This design comes from an exercise in tuning for small area, a short achievable clock period and few clock cycles per item on the open sky130 flow, not from production work. Only simulation tests tie the RTL to the original design; equivalence was not proved.

[flow/flow/run.sh]
#!/bin/bash
# The standard layout, with the port buffers made from sky130_fd_sc_hd__buf_2 instead of
# the buffer that buffer_ports picks by default (a slow delay cell).
set -euo pipefail
export BUFFER_PORTS_ARGS="-buffer_cell sky130_fd_sc_hd__buf_2"
bash standard.sh finish > standard_finish.log 2>&1
[flow/standard.sh]
#!/bin/bash
# synth_recipe.tcl (not shown) runs the flow's synth.tcl, then flattens the netlist and writes it again
# the make line also repeats each setting of config.mk as NAME=value (left out here)
make -C /OpenROAD-flow-scripts/flow DESIGN_CONFIG=/design/flow/config.mk WORK_HOME=/design/flow/orfs CLKGATE_MAP_FILE= SYNTH_SCRIPT=/design/flow/synth_recipe.tcl "${@:-finish}"
[flow/config.mk]
export PLATFORM = sky130hd
export DESIGN_NAME = sub_bytes_engine
export DESIGN_NICKNAME = sub_bytes_engine
export VERILOG_FILES = /design/flow/design.v
export SDC_FILE = /design/flow/constraint.sdc
export NUM_CORES = 4
export LEC_CHECK = 0
export CAP_MARGIN = 20
export CORE_MARGIN = 2
export CORE_UTILIZATION = 40
export SLEW_MARGIN = 20
export SYNTH_HIERARCHICAL = 1
export SYNTH_MINIMUM_KEEP_SIZE = 0
[flow/constraint.sdc]
create_clock -name core_clock -period 7.5 [get_ports {clk}]
set_input_delay 1.5000 -clock core_clock [delete_from_list [all_inputs] [get_ports {clk}]]
set_output_delay 1.5000 -clock core_clock [all_outputs]
set_load 0.01 [all_outputs]
[flow/design.v]
module sub_bytes_engine #(
   parameter int WORD_BYTES = 16,
   parameter int LANES      = 1,
   parameter int INVERSE_EN = 1
) (
   input  logic                    clk,
   input  logic                    rst_n,
   input  logic                    in_valid,
   output logic                    in_ready,
   input  logic [8*WORD_BYTES-1:0] in_data,
   input  logic                    in_inv,
   output logic                    out_valid,
   input  logic                    out_ready,
   output logic [8*WORD_BYTES-1:0] out_data,
   output logic                    busy
);
   logic                    valid_q;
   logic                    inv_q;
   logic                    in_inv_e;
   logic [12*WORD_BYTES-1:0] st_d, st_q;
   assign in_inv_e = in_inv & (INVERSE_EN != 0);
   for (genvar i = 0; i < WORD_BYTES; i++) begin : g_byte
      sb_front u_front (.x(in_data[8*i +: 8]), .inv(in_inv_e), .z(st_d[12*i +: 12]));
      sb_back  u_back  (.z(st_q[12*i +: 12]), .inv(inv_q), .y(out_data[8*i +: 8]));
   end
   assign in_ready  = ~valid_q | out_ready;
   assign out_valid = valid_q;
   assign busy      = valid_q;
   always_ff @(posedge clk or negedge rst_n) begin
      if (!rst_n) valid_q <= 1'b0;
      else if (in_ready) valid_q <= in_valid;
   end
   always_ff @(posedge clk) begin
      if (in_ready) begin
         inv_q <= in_inv_e;
         st_q  <= st_d;
      end
   end
endmodule
module sb_front(x, inv, z);
  input [7:0] x;
  wire [7:0] x;
  input inv;
  wire inv;
  output [11:0] z;
  wire [11:0] z;
  wire _000_;
  wire _001_;
  wire _002_;
  wire _003_;
  wire _004_;
  wire _005_;
  wire _006_;
  wire _007_;
  wire _008_;
  wire _009_;
  wire _010_;
  wire _011_;
  wire _012_;
  wire _013_;
  wire _014_;
  wire _015_;
  wire _016_;
  wire _017_;
  wire _018_;
  wire _019_;
  wire _020_;
  wire _021_;
  wire _022_;
  wire _023_;
  wire _024_;
  wire _025_;
  wire _026_;
  wire _027_;
  wire _028_;
  wire _029_;
  wire _030_;
  wire _031_;
  wire _032_;
  wire _033_;
  wire _034_;
  wire _035_;
  wire _036_;
  wire _037_;
  wire _038_;
  wire _039_;
  wire _040_;
  wire _041_;
  wire _042_;
  wire _043_;
  wire _044_;
  wire _045_;
  wire _046_;
  wire _047_;
  wire _048_;
  wire _049_;
  wire _050_;
  wire _051_;
  wire _052_;
  wire _053_;
  wire _054_;
  wire _055_;
  wire _056_;
  wire _057_;
  wire _058_;
  wire _059_;
  wire _060_;
  wire _061_;
  wire _062_;
  wire _063_;
  wire _064_;
  wire _065_;
  wire _066_;
  wire _067_;
  wire _068_;
  wire _069_;
  wire _070_;
  wire _071_;
  wire _072_;
  wire _073_;
  wire _074_;
  wire _075_;
  wire _076_;
  wire _077_;
  wire _078_;
  wire _079_;
  wire _080_;
  wire _081_;
  wire _082_;
  wire _083_;
  wire _084_;
  wire _085_;
  wire _086_;
  wire _087_;
  wire _088_;
  wire _089_;
  wire _090_;
  wire _091_;
  wire _092_;
  wire _093_;
  wire _094_;
  wire _095_;
  wire _096_;
  wire _097_;
  wire _098_;
  wire _099_;
  wire _100_;
  wire _101_;
  wire _102_;
  wire _103_;
  wire _104_;
  wire _105_;
  wire _106_;
  wire _107_;
  wire _108_;
  wire _109_;
  wire _110_;
  wire _111_;
  wire _112_;
  wire _113_;
  wire _114_;
  wire _115_;
  c_clkinv_1 _116_ (
    .A(x[2]),
    .Y(_045_)
  );
  c_xnor2_1 _117_ (
    .A(x[1]),
    .B(x[0]),
    .Y(_046_)
  );
  c_xor2_1 _118_ (
    .A(_045_),
    .B(_046_),
    .X(_047_)
  );
  c_clkinv_1 _119_ (
    .A(_047_),
    .Y(_048_)
  );
  c_clkinv_1 _120_ (
    .A(x[6]),
    .Y(_049_)
  );
  c_or2_2 _121_ (
    .A(x[5]),
    .B(_049_),
    .X(_050_)
  );
  c_nand2_1 _122_ (
    .A(_049_),
    .B(x[5]),
    .Y(_051_)
  );
  c_nand2_1 _123_ (
    .A(_050_),
    .B(_051_),
    .Y(_052_)
  );
  c_nand2_1 _124_ (
    .A(_048_),
    .B(_052_),
    .Y(_053_)
  );
  c_clkinv_1 _125_ (
    .A(inv),
    .Y(_054_)
  );
  c_nand3_1 _126_ (
    .A(_047_),
    .B(_050_),
    .C(_051_),
    .Y(_055_)
  );
  c_nand3_1 _127_ (
    .A(_053_),
    .B(_054_),
    .C(_055_),
    .Y(_056_)
  );
  c_clkinv_1 _128_ (
    .A(x[4]),
    .Y(_057_)
  );
  c_nand2_1 _129_ (
    .A(_057_),
    .B(inv),
    .Y(_058_)
  );
  c_nand2_1 _130_ (
    .A(_056_),
    .B(_058_),
    .Y(_059_)
  );
  c_nand2_1 _131_ (
    .A(_059_),
    .B(x[7]),
    .Y(_060_)
  );
  c_clkinv_1 _132_ (
    .A(x[7]),
    .Y(_061_)
  );
  c_nand3_1 _133_ (
    .A(_056_),
    .B(_061_),
    .C(_058_),
    .Y(_062_)
  );
  c_nand2_1 _134_ (
    .A(_060_),
    .B(_062_),
    .Y(z[2])
  );
  c_xor2_1 _135_ (
    .A(x[5]),
    .B(_046_),
    .X(_063_)
  );
  c_o21ai_0 _136_ (
    .A1(inv),
    .A2(_063_),
    .B1(_058_),
    .Y(_064_)
  );
  c_xor2_1 _137_ (
    .A(_049_),
    .B(_064_),
    .X(_065_)
  );
  c_clkinv_1 _138_ (
    .A(_065_),
    .Y(z[0])
  );
  c_xnor2_1 _139_ (
    .A(x[4]),
    .B(x[7]),
    .Y(_066_)
  );
  c_clkinv_1 _140_ (
    .A(x[3]),
    .Y(_067_)
  );
  c_xor2_1 _141_ (
    .A(_067_),
    .B(_046_),
    .X(_068_)
  );
  c_nand2_1 _142_ (
    .A(x[6]),
    .B(inv),
    .Y(_069_)
  );
  c_o21ai_0 _143_ (
    .A1(inv),
    .A2(_068_),
    .B1(_069_),
    .Y(_070_)
  );
  c_xor2_1 _144_ (
    .A(_066_),
    .B(_070_),
    .X(z[6])
  );
  c_xnor2_1 _145_ (
    .A(x[4]),
    .B(x[0]),
    .Y(_071_)
  );
  c_o21ai_0 _146_ (
    .A1(_067_),
    .A2(_071_),
    .B1(inv),
    .Y(_072_)
  );
  c_a21oi_1 _147_ (
    .A1(_067_),
    .A2(_071_),
    .B1(_072_),
    .Y(_073_)
  );
  c_xor2_1 _148_ (
    .A(x[0]),
    .B(_052_),
    .X(_074_)
  );
  c_nor2_1 _149_ (
    .A(inv),
    .B(_074_),
    .Y(_075_)
  );
  c_nor2_1 _150_ (
    .A(_073_),
    .B(_075_),
    .Y(z[4])
  );
  c_a21oi_1 _151_ (
    .A1(_048_),
    .A2(x[3]),
    .B1(inv),
    .Y(_076_)
  );
  c_o21ai_0 _152_ (
    .A1(x[3]),
    .A2(_048_),
    .B1(_076_),
    .Y(_077_)
  );
  c_xor2_1 _153_ (
    .A(x[4]),
    .B(_046_),
    .X(_078_)
  );
  c_a21oi_1 _154_ (
    .A1(_078_),
    .A2(x[5]),
    .B1(_054_),
    .Y(_079_)
  );
  c_o21ai_0 _155_ (
    .A1(x[5]),
    .A2(_078_),
    .B1(_079_),
    .Y(_080_)
  );
  c_nand2_1 _156_ (
    .A(_077_),
    .B(_080_),
    .Y(_081_)
  );
  c_nand2_1 _157_ (
    .A(_081_),
    .B(_049_),
    .Y(_082_)
  );
  c_nand3_1 _158_ (
    .A(_077_),
    .B(x[6]),
    .C(_080_),
    .Y(_083_)
  );
  c_nand2_1 _159_ (
    .A(_082_),
    .B(_083_),
    .Y(_084_)
  );
  c_clkinv_1 _160_ (
    .A(_084_),
    .Y(z[5])
  );
  c_xor2_1 _161_ (
    .A(_061_),
    .B(_074_),
    .X(_085_)
  );
  c_nand2_1 _162_ (
    .A(_085_),
    .B(_054_),
    .Y(_086_)
  );
  c_xor2_1 _163_ (
    .A(x[6]),
    .B(_068_),
    .X(_087_)
  );
  c_nand2_1 _164_ (
    .A(_087_),
    .B(inv),
    .Y(_088_)
  );
  c_nand2_1 _165_ (
    .A(_086_),
    .B(_088_),
    .Y(_089_)
  );
  c_clkinv_1 _166_ (
    .A(_089_),
    .Y(z[1])
  );
  c_xnor2_1 _167_ (
    .A(x[5]),
    .B(x[7]),
    .Y(_090_)
  );
  c_nor2_1 _168_ (
    .A(_045_),
    .B(_090_),
    .Y(_091_)
  );
  c_nand2_1 _169_ (
    .A(_090_),
    .B(_045_),
    .Y(_092_)
  );
  c_nand3b_1 _170_ (
    .A_N(_091_),
    .B(inv),
    .C(_092_),
    .Y(_093_)
  );
  c_o21ai_0 _171_ (
    .A1(x[0]),
    .A2(inv),
    .B1(_093_),
    .Y(_094_)
  );
  c_clkinv_1 _172_ (
    .A(_094_),
    .Y(z[7])
  );
  c_clkinv_1 _173_ (
    .A(z[4]),
    .Y(_095_)
  );
  c_nand2_1 _174_ (
    .A(z[1]),
    .B(_095_),
    .Y(_096_)
  );
  c_nand2_1 _175_ (
    .A(_096_),
    .B(z[5]),
    .Y(_097_)
  );
  c_o21ai_0 _176_ (
    .A1(_065_),
    .A2(_095_),
    .B1(_096_),
    .Y(_098_)
  );
  c_o21ai_0 _177_ (
    .A1(z[0]),
    .A2(_084_),
    .B1(_098_),
    .Y(_099_)
  );
  c_o21ai_0 _178_ (
    .A1(z[0]),
    .A2(_097_),
    .B1(_099_),
    .Y(_100_)
  );
  c_xor2_1 _179_ (
    .A(z[4]),
    .B(z[6]),
    .X(_101_)
  );
  c_clkinv_1 _180_ (
    .A(_101_),
    .Y(_102_)
  );
  c_xor2_1 _181_ (
    .A(_065_),
    .B(z[2]),
    .X(_103_)
  );
  c_nor2_1 _182_ (
    .A(_102_),
    .B(_103_),
    .Y(_104_)
  );
  c_nor2_1 _183_ (
    .A(x[5]),
    .B(inv),
    .Y(_105_)
  );
  c_a21oi_1 _184_ (
    .A1(x[1]),
    .A2(inv),
    .B1(_105_),
    .Y(_106_)
  );
  c_xnor2_1 _185_ (
    .A(_106_),
    .B(_071_),
    .Y(_107_)
  );
  c_xor2_1 _186_ (
    .A(_049_),
    .B(_107_),
    .X(_108_)
  );
  c_xor2_1 _187_ (
    .A(_108_),
    .B(_089_),
    .X(_109_)
  );
  c_clkinv_1 _188_ (
    .A(_109_),
    .Y(_110_)
  );
  c_xor2_1 _189_ (
    .A(_094_),
    .B(_084_),
    .X(_111_)
  );
  c_clkinv_1 _190_ (
    .A(_111_),
    .Y(_112_)
  );
  c_nor2_1 _191_ (
    .A(_110_),
    .B(_112_),
    .Y(_113_)
  );
  c_xor2_1 _192_ (
    .A(_104_),
    .B(_113_),
    .X(_114_)
  );
  c_xnor2_1 _193_ (
    .A(_100_),
    .B(_114_),
    .Y(_115_)
  );
  c_nand2_1 _194_ (
    .A(_089_),
    .B(_095_),
    .Y(_000_)
  );
  c_nand2_1 _195_ (
    .A(_084_),
    .B(_065_),
    .Y(_001_)
  );
  c_nand2_1 _196_ (
    .A(z[5]),
    .B(z[1]),
    .Y(_002_)
  );
  c_nand3_1 _197_ (
    .A(_002_),
    .B(_000_),
    .C(_001_),
    .Y(_003_)
  );
  c_o21ai_0 _198_ (
    .A1(_000_),
    .A2(_001_),
    .B1(_003_),
    .Y(_004_)
  );
  c_clkinv_1 _199_ (
    .A(_103_),
    .Y(_005_)
  );
  c_nor2_1 _200_ (
    .A(_102_),
    .B(_109_),
    .Y(_006_)
  );
  c_nor2_1 _201_ (
    .A(_101_),
    .B(_005_),
    .Y(_007_)
  );
  c_a211oi_1 _202_ (
    .A1(_112_),
    .A2(_005_),
    .B1(_006_),
    .C1(_007_),
    .Y(_008_)
  );
  c_a31o_2 _203_ (
    .A1(_112_),
    .A2(_005_),
    .A3(_006_),
    .B1(_008_),
    .X(_009_)
  );
  c_xor2_1 _204_ (
    .A(_004_),
    .B(_009_),
    .X(_010_)
  );
  c_clkinv_1 _205_ (
    .A(_010_),
    .Y(_011_)
  );
  c_nand2_1 _206_ (
    .A(z[2]),
    .B(z[6]),
    .Y(_012_)
  );
  c_xor2_1 _207_ (
    .A(z[7]),
    .B(z[6]),
    .X(_013_)
  );
  c_clkinv_1 _208_ (
    .A(_108_),
    .Y(z[3])
  );
  c_nand2_1 _209_ (
    .A(z[2]),
    .B(z[3]),
    .Y(_014_)
  );
  c_nand3_1 _210_ (
    .A(_060_),
    .B(_062_),
    .C(_108_),
    .Y(_015_)
  );
  c_nand3_1 _211_ (
    .A(_013_),
    .B(_014_),
    .C(_015_),
    .Y(_016_)
  );
  c_xor2_1 _212_ (
    .A(_012_),
    .B(_016_),
    .X(_017_)
  );
  c_nor2_1 _213_ (
    .A(_094_),
    .B(_108_),
    .Y(_018_)
  );
  c_nor2_1 _214_ (
    .A(z[7]),
    .B(z[3]),
    .Y(_019_)
  );
  c_nor2_1 _215_ (
    .A(_018_),
    .B(_019_),
    .Y(_020_)
  );
  c_nand2_1 _216_ (
    .A(_084_),
    .B(_089_),
    .Y(_021_)
  );
  c_nand2_1 _217_ (
    .A(_002_),
    .B(_021_),
    .Y(_022_)
  );
  c_xor2_1 _218_ (
    .A(_020_),
    .B(_022_),
    .X(_023_)
  );
  c_xor2_1 _219_ (
    .A(_017_),
    .B(_023_),
    .X(_024_)
  );
  c_xnor2_1 _220_ (
    .A(_009_),
    .B(_024_),
    .Y(_025_)
  );
  c_o21ai_0 _221_ (
    .A1(_115_),
    .A2(_025_),
    .B1(_011_),
    .Y(_026_)
  );
  c_clkinv_1 _222_ (
    .A(_025_),
    .Y(_027_)
  );
  c_o21ai_0 _223_ (
    .A1(z[6]),
    .A2(z[2]),
    .B1(_018_),
    .Y(_028_)
  );
  c_o21ai_0 _224_ (
    .A1(_018_),
    .A2(_016_),
    .B1(_028_),
    .Y(_029_)
  );
  c_xor2_1 _225_ (
    .A(_007_),
    .B(_113_),
    .X(_030_)
  );
  c_xnor2_1 _226_ (
    .A(_029_),
    .B(_030_),
    .Y(_031_)
  );
  c_nand2_1 _227_ (
    .A(_027_),
    .B(_031_),
    .Y(_032_)
  );
  c_clkinv_1 _228_ (
    .A(_031_),
    .Y(_033_)
  );
  c_nand2_1 _229_ (
    .A(_033_),
    .B(_025_),
    .Y(_034_)
  );
  c_nand2_1 _230_ (
    .A(_032_),
    .B(_034_),
    .Y(_035_)
  );
  c_clkinv_1 _231_ (
    .A(_115_),
    .Y(_036_)
  );
  c_nor2_1 _232_ (
    .A(_010_),
    .B(_036_),
    .Y(_037_)
  );
  c_nor2_1 _233_ (
    .A(_115_),
    .B(_011_),
    .Y(_038_)
  );
  c_a21oi_1 _234_ (
    .A1(_035_),
    .A2(_037_),
    .B1(_038_),
    .Y(_039_)
  );
  c_clkinv_1 _235_ (
    .A(_039_),
    .Y(_040_)
  );
  c_o22ai_1 _236_ (
    .A1(_115_),
    .A2(_011_),
    .B1(_026_),
    .B2(_040_),
    .Y(z[10])
  );
  c_o21ai_0 _237_ (
    .A1(_115_),
    .A2(_033_),
    .B1(_040_),
    .Y(_041_)
  );
  c_o21ai_0 _238_ (
    .A1(_115_),
    .A2(_010_),
    .B1(_041_),
    .Y(z[11])
  );
  c_nor2_1 _239_ (
    .A(_037_),
    .B(_038_),
    .Y(_042_)
  );
  c_o21ai_0 _240_ (
    .A1(_115_),
    .A2(_025_),
    .B1(_031_),
    .Y(_043_)
  );
  c_o21ai_0 _241_ (
    .A1(_027_),
    .A2(_042_),
    .B1(_043_),
    .Y(z[9])
  );
  c_o21ai_0 _242_ (
    .A1(_011_),
    .A2(_027_),
    .B1(_031_),
    .Y(_044_)
  );
  c_o31ai_1 _243_ (
    .A1(_034_),
    .A2(_037_),
    .A3(_038_),
    .B1(_044_),
    .Y(z[8])
  );
endmodule
module sb_back(z, inv, y);
  input [11:0] z;
  wire [11:0] z;
  input inv;
  wire inv;
  output [7:0] y;
  wire [7:0] y;
  wire _000_;
  wire _001_;
  wire _002_;
  wire _003_;
  wire _004_;
  wire _005_;
  wire _006_;
  wire _007_;
  wire _008_;
  wire _009_;
  wire _010_;
  wire _011_;
  wire _012_;
  wire _013_;
  wire _014_;
  wire _015_;
  wire _016_;
  wire _017_;
  wire _018_;
  wire _019_;
  wire _020_;
  wire _021_;
  wire _022_;
  wire _023_;
  wire _024_;
  wire _025_;
  wire _026_;
  wire _027_;
  wire _028_;
  wire _029_;
  wire _030_;
  wire _031_;
  wire _032_;
  wire _033_;
  wire _034_;
  wire _035_;
  wire _036_;
  wire _037_;
  wire _038_;
  wire _039_;
  wire _040_;
  wire _041_;
  wire _042_;
  wire _043_;
  wire _044_;
  wire _045_;
  wire _046_;
  wire _047_;
  wire _048_;
  wire _049_;
  wire _050_;
  wire _051_;
  wire _052_;
  wire _053_;
  wire _054_;
  wire _055_;
  wire _056_;
  wire _057_;
  wire _058_;
  wire _059_;
  wire _060_;
  wire _061_;
  wire _062_;
  wire _063_;
  wire _064_;
  wire _065_;
  wire _066_;
  wire _067_;
  wire _068_;
  wire _069_;
  wire _070_;
  wire _071_;
  wire _072_;
  wire _073_;
  wire _074_;
  wire _075_;
  wire _076_;
  wire _077_;
  wire _078_;
  wire _079_;
  wire _080_;
  wire _081_;
  wire _082_;
  wire _083_;
  wire _084_;
  wire _085_;
  wire _086_;
  wire _087_;
  wire _088_;
  wire _089_;
  wire _090_;
  wire _091_;
  wire _092_;
  wire _093_;
  wire _094_;
  wire _095_;
  wire _096_;
  wire _097_;
  wire _098_;
  wire _099_;
  wire _100_;
  wire _101_;
  wire _102_;
  wire _103_;
  wire _104_;
  wire _105_;
  wire _106_;
  wire _107_;
  wire _108_;
  wire _109_;
  wire _110_;
  wire _111_;
  wire _112_;
  wire _113_;
  wire _114_;
  wire _115_;
  wire _116_;
  wire _117_;
  wire _118_;
  c_nand2_1 _119_ (
    .A(z[10]),
    .B(z[6]),
    .Y(_042_)
  );
  c_xor2_1 _120_ (
    .A(z[11]),
    .B(z[10]),
    .X(_043_)
  );
  c_o21a_1 _121_ (
    .A1(z[7]),
    .A2(z[6]),
    .B1(_043_),
    .X(_044_)
  );
  c_nand2_1 _122_ (
    .A(z[7]),
    .B(z[6]),
    .Y(_045_)
  );
  c_nand2_1 _123_ (
    .A(_044_),
    .B(_045_),
    .Y(_046_)
  );
  c_xor2_1 _124_ (
    .A(_042_),
    .B(_046_),
    .X(_047_)
  );
  c_nand2_1 _125_ (
    .A(z[8]),
    .B(z[4]),
    .Y(_048_)
  );
  c_xor2_1 _126_ (
    .A(z[8]),
    .B(z[9]),
    .X(_049_)
  );
  c_o21a_1 _127_ (
    .A1(z[4]),
    .A2(z[5]),
    .B1(_049_),
    .X(_050_)
  );
  c_nand2_1 _128_ (
    .A(z[4]),
    .B(z[5]),
    .Y(_051_)
  );
  c_nand2_1 _129_ (
    .A(_050_),
    .B(_051_),
    .Y(_052_)
  );
  c_xor2_1 _130_ (
    .A(_048_),
    .B(_052_),
    .X(_053_)
  );
  c_xor2_1 _131_ (
    .A(_047_),
    .B(_053_),
    .X(_054_)
  );
  c_nand2_1 _132_ (
    .A(z[10]),
    .B(z[2]),
    .Y(_055_)
  );
  c_clkinv_1 _133_ (
    .A(z[2]),
    .Y(_056_)
  );
  c_nor2_1 _134_ (
    .A(z[3]),
    .B(_056_),
    .Y(_057_)
  );
  c_clkinv_1 _135_ (
    .A(z[3]),
    .Y(_058_)
  );
  c_nor2_1 _136_ (
    .A(z[2]),
    .B(_058_),
    .Y(_059_)
  );
  c_nor2_1 _137_ (
    .A(_057_),
    .B(_059_),
    .Y(_060_)
  );
  c_clkinv_1 _138_ (
    .A(_060_),
    .Y(_061_)
  );
  c_nand2_1 _139_ (
    .A(_061_),
    .B(_043_),
    .Y(_062_)
  );
  c_xor2_1 _140_ (
    .A(_055_),
    .B(_062_),
    .X(_063_)
  );
  c_clkinv_1 _141_ (
    .A(z[1]),
    .Y(_064_)
  );
  c_nor2_1 _142_ (
    .A(z[0]),
    .B(_064_),
    .Y(_065_)
  );
  c_nand2_1 _143_ (
    .A(_064_),
    .B(z[0]),
    .Y(_066_)
  );
  c_clkinv_1 _144_ (
    .A(_066_),
    .Y(_067_)
  );
  c_nor2_1 _145_ (
    .A(_065_),
    .B(_067_),
    .Y(_068_)
  );
  c_clkinv_1 _146_ (
    .A(_068_),
    .Y(_069_)
  );
  c_nand2_1 _147_ (
    .A(_069_),
    .B(_061_),
    .Y(_070_)
  );
  c_clkinv_1 _148_ (
    .A(z[11]),
    .Y(_071_)
  );
  c_or2_2 _149_ (
    .A(z[9]),
    .B(_071_),
    .X(_072_)
  );
  c_nand2_1 _150_ (
    .A(_071_),
    .B(z[9]),
    .Y(_073_)
  );
  c_nand2_1 _151_ (
    .A(_072_),
    .B(_073_),
    .Y(_074_)
  );
  c_clkinv_1 _152_ (
    .A(z[10]),
    .Y(_075_)
  );
  c_or2_2 _153_ (
    .A(z[8]),
    .B(_075_),
    .X(_076_)
  );
  c_nand2_1 _154_ (
    .A(_075_),
    .B(z[8]),
    .Y(_077_)
  );
  c_nand2_1 _155_ (
    .A(_076_),
    .B(_077_),
    .Y(_078_)
  );
  c_xor2_1 _156_ (
    .A(_074_),
    .B(_078_),
    .X(_079_)
  );
  c_nand2_1 _157_ (
    .A(_068_),
    .B(_060_),
    .Y(_080_)
  );
  c_nand2_1 _158_ (
    .A(_064_),
    .B(z[3]),
    .Y(_081_)
  );
  c_nand2_1 _159_ (
    .A(_058_),
    .B(z[1]),
    .Y(_082_)
  );
  c_clkinv_1 _160_ (
    .A(_074_),
    .Y(_083_)
  );
  c_a21oi_1 _161_ (
    .A1(_081_),
    .A2(_082_),
    .B1(_083_),
    .Y(_084_)
  );
  c_a31o_2 _162_ (
    .A1(_070_),
    .A2(_079_),
    .A3(_080_),
    .B1(_084_),
    .X(_085_)
  );
  c_nand4_1 _163_ (
    .A(_070_),
    .B(_079_),
    .C(_084_),
    .D(_080_),
    .Y(_086_)
  );
  c_nand2_1 _164_ (
    .A(_085_),
    .B(_086_),
    .Y(_087_)
  );
  c_xor2_1 _165_ (
    .A(_063_),
    .B(_087_),
    .X(_088_)
  );
  c_xor2_1 _166_ (
    .A(_054_),
    .B(_088_),
    .X(_089_)
  );
  c_nand2_1 _167_ (
    .A(z[11]),
    .B(z[3]),
    .Y(_090_)
  );
  c_xor2_1 _168_ (
    .A(_090_),
    .B(_062_),
    .X(_091_)
  );
  c_xor2_1 _169_ (
    .A(z[0]),
    .B(z[2]),
    .X(_092_)
  );
  c_nand2_1 _170_ (
    .A(_078_),
    .B(_092_),
    .Y(_093_)
  );
  c_xor2_1 _171_ (
    .A(_093_),
    .B(_084_),
    .X(_094_)
  );
  c_xor2_1 _172_ (
    .A(_091_),
    .B(_094_),
    .X(_095_)
  );
  c_clkinv_1 _173_ (
    .A(_095_),
    .Y(_096_)
  );
  c_xor2_1 _174_ (
    .A(z[7]),
    .B(z[5]),
    .X(_097_)
  );
  c_nand2_1 _175_ (
    .A(_074_),
    .B(_097_),
    .Y(_098_)
  );
  c_or2_2 _176_ (
    .A(z[6]),
    .B(z[4]),
    .X(_099_)
  );
  c_nand2_1 _177_ (
    .A(z[6]),
    .B(z[4]),
    .Y(_100_)
  );
  c_nand2_1 _178_ (
    .A(_099_),
    .B(_100_),
    .Y(_101_)
  );
  c_clkinv_1 _179_ (
    .A(_101_),
    .Y(_102_)
  );
  c_nand2_1 _180_ (
    .A(_102_),
    .B(_078_),
    .Y(_103_)
  );
  c_xnor2_1 _181_ (
    .A(_098_),
    .B(_103_),
    .Y(_104_)
  );
  c_nand2_1 _182_ (
    .A(z[7]),
    .B(z[11]),
    .Y(_105_)
  );
  c_xor2_1 _183_ (
    .A(_105_),
    .B(_046_),
    .X(_106_)
  );
  c_xnor2_1 _184_ (
    .A(_104_),
    .B(_106_),
    .Y(_107_)
  );
  c_nand2_1 _185_ (
    .A(z[9]),
    .B(z[1]),
    .Y(_108_)
  );
  c_nand2_1 _186_ (
    .A(_069_),
    .B(_049_),
    .Y(_109_)
  );
  c_xor2_1 _187_ (
    .A(_108_),
    .B(_109_),
    .X(_110_)
  );
  c_xor2_1 _188_ (
    .A(_110_),
    .B(_094_),
    .X(_111_)
  );
  c_xnor2_1 _189_ (
    .A(_107_),
    .B(_111_),
    .Y(_112_)
  );
  c_xor2_1 _190_ (
    .A(_096_),
    .B(_112_),
    .X(_113_)
  );
  c_xor2_1 _191_ (
    .A(_089_),
    .B(_113_),
    .X(_114_)
  );
  c_clkinv_1 _192_ (
    .A(inv),
    .Y(_115_)
  );
  c_mux2i_1 _193_ (
    .A0(_114_),
    .A1(_112_),
    .S(_115_),
    .Y(y[5])
  );
  c_nand2_1 _194_ (
    .A(z[9]),
    .B(z[5]),
    .Y(_116_)
  );
  c_xor2_1 _195_ (
    .A(_116_),
    .B(_052_),
    .X(_117_)
  );
  c_xnor2_1 _196_ (
    .A(_104_),
    .B(_117_),
    .Y(_118_)
  );
  c_clkinv_1 _197_ (
    .A(_118_),
    .Y(_000_)
  );
  c_nand2_1 _198_ (
    .A(z[8]),
    .B(z[0]),
    .Y(_001_)
  );
  c_xor2_1 _199_ (
    .A(_001_),
    .B(_109_),
    .X(_002_)
  );
  c_or2_2 _200_ (
    .A(_002_),
    .B(_087_),
    .X(_003_)
  );
  c_nand2_1 _201_ (
    .A(_087_),
    .B(_002_),
    .Y(_004_)
  );
  c_nand2_1 _202_ (
    .A(_003_),
    .B(_004_),
    .Y(_005_)
  );
  c_clkinv_1 _203_ (
    .A(_005_),
    .Y(_006_)
  );
  c_nor2_1 _204_ (
    .A(_000_),
    .B(_006_),
    .Y(_007_)
  );
  c_o21ai_0 _205_ (
    .A1(_118_),
    .A2(_005_),
    .B1(inv),
    .Y(_008_)
  );
  c_a21oi_1 _206_ (
    .A1(_076_),
    .A2(_077_),
    .B1(_097_),
    .Y(_009_)
  );
  c_nor2_1 _207_ (
    .A(_101_),
    .B(_074_),
    .Y(_010_)
  );
  c_nor2_1 _208_ (
    .A(_009_),
    .B(_010_),
    .Y(_011_)
  );
  c_o21ai_0 _209_ (
    .A1(_078_),
    .A2(_102_),
    .B1(_011_),
    .Y(_012_)
  );
  c_nand2_1 _210_ (
    .A(_010_),
    .B(_009_),
    .Y(_013_)
  );
  c_nand2_1 _211_ (
    .A(_012_),
    .B(_013_),
    .Y(_014_)
  );
  c_xor2_1 _212_ (
    .A(_014_),
    .B(_053_),
    .X(_015_)
  );
  c_xnor2_1 _213_ (
    .A(_015_),
    .B(_088_),
    .Y(_016_)
  );
  c_nand2_1 _214_ (
    .A(_016_),
    .B(_115_),
    .Y(_017_)
  );
  c_o21ai_0 _215_ (
    .A1(_007_),
    .A2(_008_),
    .B1(_017_),
    .Y(y[7])
  );
  c_clkinv_1 _216_ (
    .A(_107_),
    .Y(_018_)
  );
  c_xor2_1 _217_ (
    .A(_018_),
    .B(_005_),
    .X(_019_)
  );
  c_clkinv_1 _218_ (
    .A(_019_),
    .Y(_020_)
  );
  c_nor2_1 _219_ (
    .A(_115_),
    .B(_020_),
    .Y(_021_)
  );
  c_a21oi_1 _220_ (
    .A1(_089_),
    .A2(_115_),
    .B1(_021_),
    .Y(y[4])
  );
  c_xor2_1 _221_ (
    .A(_107_),
    .B(_088_),
    .X(_022_)
  );
  c_xnor2_1 _222_ (
    .A(_118_),
    .B(_054_),
    .Y(_023_)
  );
  c_and2_2 _223_ (
    .A(_022_),
    .B(_023_),
    .X(_024_)
  );
  c_o21ai_0 _224_ (
    .A1(_023_),
    .A2(_022_),
    .B1(_115_),
    .Y(_025_)
  );
  c_xor2_1 _225_ (
    .A(_000_),
    .B(_019_),
    .X(_026_)
  );
  c_xor2_1 _226_ (
    .A(_095_),
    .B(_016_),
    .X(_027_)
  );
  c_clkinv_1 _227_ (
    .A(_027_),
    .Y(_028_)
  );
  c_a21oi_1 _228_ (
    .A1(_028_),
    .A2(_026_),
    .B1(_115_),
    .Y(_029_)
  );
  c_o21ai_0 _229_ (
    .A1(_026_),
    .A2(_028_),
    .B1(_029_),
    .Y(_030_)
  );
  c_o21ai_0 _230_ (
    .A1(_024_),
    .A2(_025_),
    .B1(_030_),
    .Y(y[3])
  );
  c_xnor2_1 _231_ (
    .A(_016_),
    .B(_113_),
    .Y(_031_)
  );
  c_a21oi_1 _232_ (
    .A1(_006_),
    .A2(_023_),
    .B1(_115_),
    .Y(_032_)
  );
  c_o21ai_0 _233_ (
    .A1(_006_),
    .A2(_023_),
    .B1(_032_),
    .Y(_033_)
  );
  c_o21ai_0 _234_ (
    .A1(inv),
    .A2(_031_),
    .B1(_033_),
    .Y(y[2])
  );
  c_a21oi_1 _235_ (
    .A1(_111_),
    .A2(_054_),
    .B1(_115_),
    .Y(_034_)
  );
  c_o21ai_0 _236_ (
    .A1(_111_),
    .A2(_054_),
    .B1(_034_),
    .Y(_035_)
  );
  c_xor2_1 _237_ (
    .A(_047_),
    .B(_014_),
    .X(_036_)
  );
  c_o21ai_0 _238_ (
    .A1(inv),
    .A2(_036_),
    .B1(_035_),
    .Y(_037_)
  );
  c_o22ai_1 _239_ (
    .A1(_020_),
    .A2(_035_),
    .B1(_037_),
    .B2(_021_),
    .Y(_038_)
  );
  c_xor2_1 _240_ (
    .A(_088_),
    .B(_038_),
    .X(y[6])
  );
  c_nor2_1 _241_ (
    .A(inv),
    .B(_118_),
    .Y(_039_)
  );
  c_xor2_1 _242_ (
    .A(_015_),
    .B(_039_),
    .X(_040_)
  );
  c_xor2_1 _243_ (
    .A(_005_),
    .B(_040_),
    .X(y[1])
  );
  c_nand2_1 _244_ (
    .A(_096_),
    .B(inv),
    .Y(_041_)
  );
  c_o21ai_0 _245_ (
    .A1(inv),
    .A2(_026_),
    .B1(_041_),
    .Y(y[0])
  );
endmodule
module c_a211oi_1(input logic A1, input logic A2, input logic B1, input logic C1, output logic Y);
   assign Y = (~A1&~B1&~C1) | (~A2&~B1&~C1);
endmodule
module c_a21oi_1(input logic A1, input logic A2, input logic B1, output logic Y);
   assign Y = (~A1&~B1) | (~A2&~B1);
endmodule
module c_a31o_2(input logic A1, input logic A2, input logic A3, input logic B1, output logic X);
   assign X = (A1&A2&A3) | (B1);
endmodule
module c_and2_2(input logic A, input logic B, output logic X);
   assign X = (A&B);
endmodule
module c_clkinv_1(input logic A, output logic Y);
   assign Y = (~A);
endmodule
module c_mux2i_1(input logic A0, input logic A1, input logic S, output logic Y);
   assign Y = (~A0&~S) | (~A1&S);
endmodule
module c_nand2_1(input logic A, input logic B, output logic Y);
   assign Y = (~A) | (~B);
endmodule
module c_nand3_1(input logic A, input logic B, input logic C, output logic Y);
   assign Y = (~A) | (~B) | (~C);
endmodule
module c_nand3b_1(input logic A_N, input logic B, input logic C, output logic Y);
   assign Y = (A_N) | (~B) | (~C);
endmodule
module c_nand4_1(input logic A, input logic B, input logic C, input logic D, output logic Y);
   assign Y = (~A) | (~B) | (~C) | (~D);
endmodule
module c_nor2_1(input logic A, input logic B, output logic Y);
   assign Y = (~A&~B);
endmodule
module c_o21a_1(input logic A1, input logic A2, input logic B1, output logic X);
   assign X = (A1&B1) | (A2&B1);
endmodule
module c_o21ai_0(input logic A1, input logic A2, input logic B1, output logic Y);
   assign Y = (~A1&~A2) | (~B1);
endmodule
module c_o22ai_1(input logic A1, input logic A2, input logic B1, input logic B2, output logic Y);
   assign Y = (~B1&~B2) | (~A1&~A2);
endmodule
module c_o31ai_1(input logic A1, input logic A2, input logic A3, input logic B1, output logic Y);
   assign Y = (~A1&~A2&~A3) | (~B1);
endmodule
module c_or2_2(input logic A, input logic B, output logic X);
   assign X = (A) | (B);
endmodule
module c_xnor2_1(input logic A, input logic B, output logic Y);
   assign Y = (~A&~B) | (A&B);
endmodule
module c_xor2_1(input logic A, input logic B, output logic X);
   assign X = (A&~B) | (~A&B);
endmodule
==> run notes <==
initial antenna violation count 4; global-route wire length before repair around 110000 um; CTS root buf clkbuf_16; Max Clock Freq 195 MHz; Sequential Area 0.00582 mm2; clock tree buffer depth 2; status timing/DRC/antenna clean; critical path endpoint category primary output; relative slew slack 37.0%; largest area contributor in the netlist xor2_1; number of global-route vias before repair 24017; worst hold slack 0.764 ns; Tmin final 5.14 ns; yosys warns 7; mapped cell area 0.0291 mm2; Slew Limit Fails 0; syn_nets around 4400; Nets 4696; final worst slack 2.36 ns; Hold-fix buffers, CTS 0; clk_skew between 0.01 and 0.015 ns; WL final 64300 um; proportion of layout cells with a drive suffix above 1 11.1%; CTS tree yes; Crit path max-delay family simple AND/OR/NAND/NOR gates; H-tree Lvls 4; CP arrival 3.64 ns; Antenna Violating Nets Remaining 0; total number of vias between 20000 and 30000; overall routing resource usage 17.2%; I/O pins 264; TritonRoute pass-1 iters 5; Post-Syn Instances 4277; vias per cell 4.67; worst-path cell chain inv_1 > or2_1 > nand2_1 > xor2_1 > a31o_1 > nand2_1 > or2_1 > nand2_1 > xor2_1 > inv_1 > nor2_1 > o22ai_1 > xor2_1 > buf_2; Die Y-Extent 274 um; Buf/Inv on CP 3; Clock Pin Slew Worst Setup and Hold Paths 0.08 ns; Mapped Avg Cell Area about 6.8 um2; Crit Path Class reg -> out; DRC viols 0; Skew-Pair Late Insertion Delay 0.49 ns; pre-CTS setup slack about 2.2 ns; input/output buffers 263; Setup violations, final 0; largest net degree at the start of global routing 160; WL per Instance 11.6 um; Core Area 0.0719 mm2; RSZ-0062 raised after global routing no; CP startpoint kind flip-flop; top cells by area, synth xor2_1, edfxtp_1, nand2_1; Distinct cells, synth 23; Slowest Stage Delay on Critical Path 0.48 ns; DP HPWL 52700 um; Fin. Hold Viols 0; cts bufs inserted 17; Initial DRC Count 1105; Row Count 98; period utilization 68.5%; Setup TNS 0 ns; area of the multi-input gates 0.0210 mm2; post-synthesis sequential area ratio around 20%; Die X approximately 270 um; Final GP Congestion 0.869; grt ovf 0; number of fillers in the final layout roughly 7500; Crit path required time 6.00 ns; Initial Util 40.5%; post-synthesis register bit count between 150 and 200; Die Footprint roughly 0.075 mm2; largest fanout on the critical path 4; Layout area overhead 10.9%; CTS Sinks just under 200; Max Cap Viol 0; post-CTS setup buffers 0; slowest CP cell edfxtp_1; min-delay worst type in -> async; top-area cell type share of the netlist area 24.5%; Slew @ Worst Pin between 0.9 and 1 ns; post-CTS sizing 0
[worst register-to-register path, delay by kind of cell (launching register included)]
family,cells,cell delay [ns]
buffers and inverters,1,0.70
DFF,1,0.42
and+or+nand+nor,1,0.39
[modules after synthesis (local to each module, per instance), a selection]
module	flip-flops and latches	cells inside	times used
sub_bytes_engine	194	197	1
c_nand4_1	0	1	16
c_or2_2	0	1	80
c_o22ai_1	0	1	32
c_clkinv_1	0	1	624
c_nand2_1	0	1	992
c_o31ai_1	0	1	16
c_a31o_2	0	1	32
c_nand3_1	0	1	112
c_and2_2	0	1	16
c_xnor2_1	0	1	240
c_nor2_1	0	1	384
c_nand3b_1	0	1	16
[kinds of logic after synthesis]
family / count (synthesis) / synth area share, %
AND/OR/NAND/NOR: 1618 / 22.5
XOR/XNOR: 1056 / 31.7
AO/OA/AOI/OAI: 768 / 17.1
buffers and inverters: 625 / 8.07
flip-flops: 194 / 20.0
multiplexers: 16 / 0.550
[state kept, by name, indices dropped and copies added, names as in the netlist]
register,cells
st_q,192
valid_q,1
inv_q,1
[worst paths after layout]
| check | start | end | slack, ns | cells past startpoint |
|---|---|---|---|---|
| min reg2reg | valid_q | st_q[184] | 0.98 | 1 |
| max in group asynchronous | rst_n | valid_q | 6.65 | 1 |
| min | rst_n | valid_q | 0.76 | 1 |
| max reg2reg | valid_q | st_q[148] | 5.42 | 2 |
| max | st_q[82] | out_data[54] | 2.36 | 14 |
| min in group core_clock | valid_q | st_q[184] | 0.98 | 1 |
[through the flow]
stage / util, % / area, um2 / cells
final: 45.0 / 32300 / 5528
after global routing: 45.0 / 32300 / 5528
after CTS: 44.9 / 32300 / 5525
after detailed placement: 44.1 / 31700 / 5494
after global placement: 44.1 / 31700 / 5494
after floorplan: - / 29100 / 4277
[layout make-up]
type                       instances  area share, %
antenna                            3         0.0232
clock buffer                      18           1.33
clock inverter                    13          0.457
inverter                         624           7.25
multi-input combinational       3458           64.9
sequential                       194           18.0
tap                              950           3.68
timing repair buffer             268           4.33
[synthesized netlist by cell type]
cell type  instances
a211oi_2          16
a21oi_2          176
a31o_1            32
and2_1            16
buf_4              1
dfrtp_1            1
edfxtp_1         193
inv_1            624
mux2i_1           16
nand2_1          992
nand2b_2           1
nand2b_4           1
nand3_1          112
nand3b_1          16
nand4_1           16
nor2_1           384
o21a_1            32
o21ai_1          464
o22ai_1           32
o31ai_2           16
or2_1             80
xnor2_1          240
xor2_1           816
[cell usage in the layout (no fill, tap or decap)]
| cell type | netlist | routed |
|---|---|---|
| a211oi_2 | 16 | 16 |
| a21oi_2 | 176 | 176 |
| a31o_1 | 32 | 32 |
| and2_1 | 16 | 16 |
| buf_12 | 0 | 3 |
| buf_2 | 0 | 262 |
| buf_4 | 1 | 2 |
| bufinv_16 | 0 | 1 |
| clkbuf_1 | 0 | 1 |
| clkbuf_16 | 0 | 17 |
| clkbuf_8 | 0 | 1 |
| clkinv_1 | 0 | 2 |
| clkinv_4 | 0 | 2 |
| clkinv_8 | 0 | 2 |
| dfrtp_1 | 1 | 1 |
| diode_2 | 0 | 3 |
| edfxtp_1 | 193 | 193 |
| inv_1 | 624 | 624 |
| inv_6 | 0 | 3 |
| inv_8 | 0 | 3 |
| mux2i_1 | 16 | 16 |
| nand2_1 | 992 | 992 |
| nand2b_2 | 1 | 1 |
| nand2b_4 | 1 | 1 |
| nand3_1 | 112 | 112 |
| nand3b_1 | 16 | 16 |
| nand4_1 | 16 | 16 |
| nor2_1 | 384 | 384 |
| o21a_1 | 32 | 32 |
| o21ai_1 | 464 | 464 |
| o22ai_1 | 32 | 32 |
| o31ai_2 | 16 | 16 |
| or2_1 | 80 | 80 |
| xnor2_1 | 240 | 240 |
| xor2_1 | 816 | 816 |
[layer usage]
layer | part of all wire (%) | GRT usage [%] | wire length, um
met3 | 2.5 | 2.14 | 1630
met1 | 48 | 21.6 | 30700
met2 | 48 | 30.8 | 30900
met5 | 0 | 0 | 0
met4 | 1.7 | 4.73 | 1060
Testbench counts, summed over its fixed seeds: cycles 1,608, items 1,600.

-- port drivers added, routing unchanged --
In the flow no input, the clock included, has a driving cell. The finished layout below was timed again as built, in two steps.
Step 1 sets driving cells, clkbuf_16 on the clock port and buf_2 on the other inputs (assumed; they add their load-dependent delay and slew).
Step 2 adds t to the input delays and takes it off the output delays; t is the mean of the earliest and latest rising clock arrival at the registers after step 1. Input paths then give back, and output paths get back, about the clock's delay inside the block.
Three values: no drivers, after step 1, after step 2; two values: the first two.
t (ns): 0.538
setup WS [ns]: 2.359 / 2.304 / 2.227
clock arrival spread, ns: 0.012 / 0.012
After both steps this run still meets setup and hold. For this run, drivers alone change the setup slack by -0.055 ns; drivers and shift together by -0.132 ns.
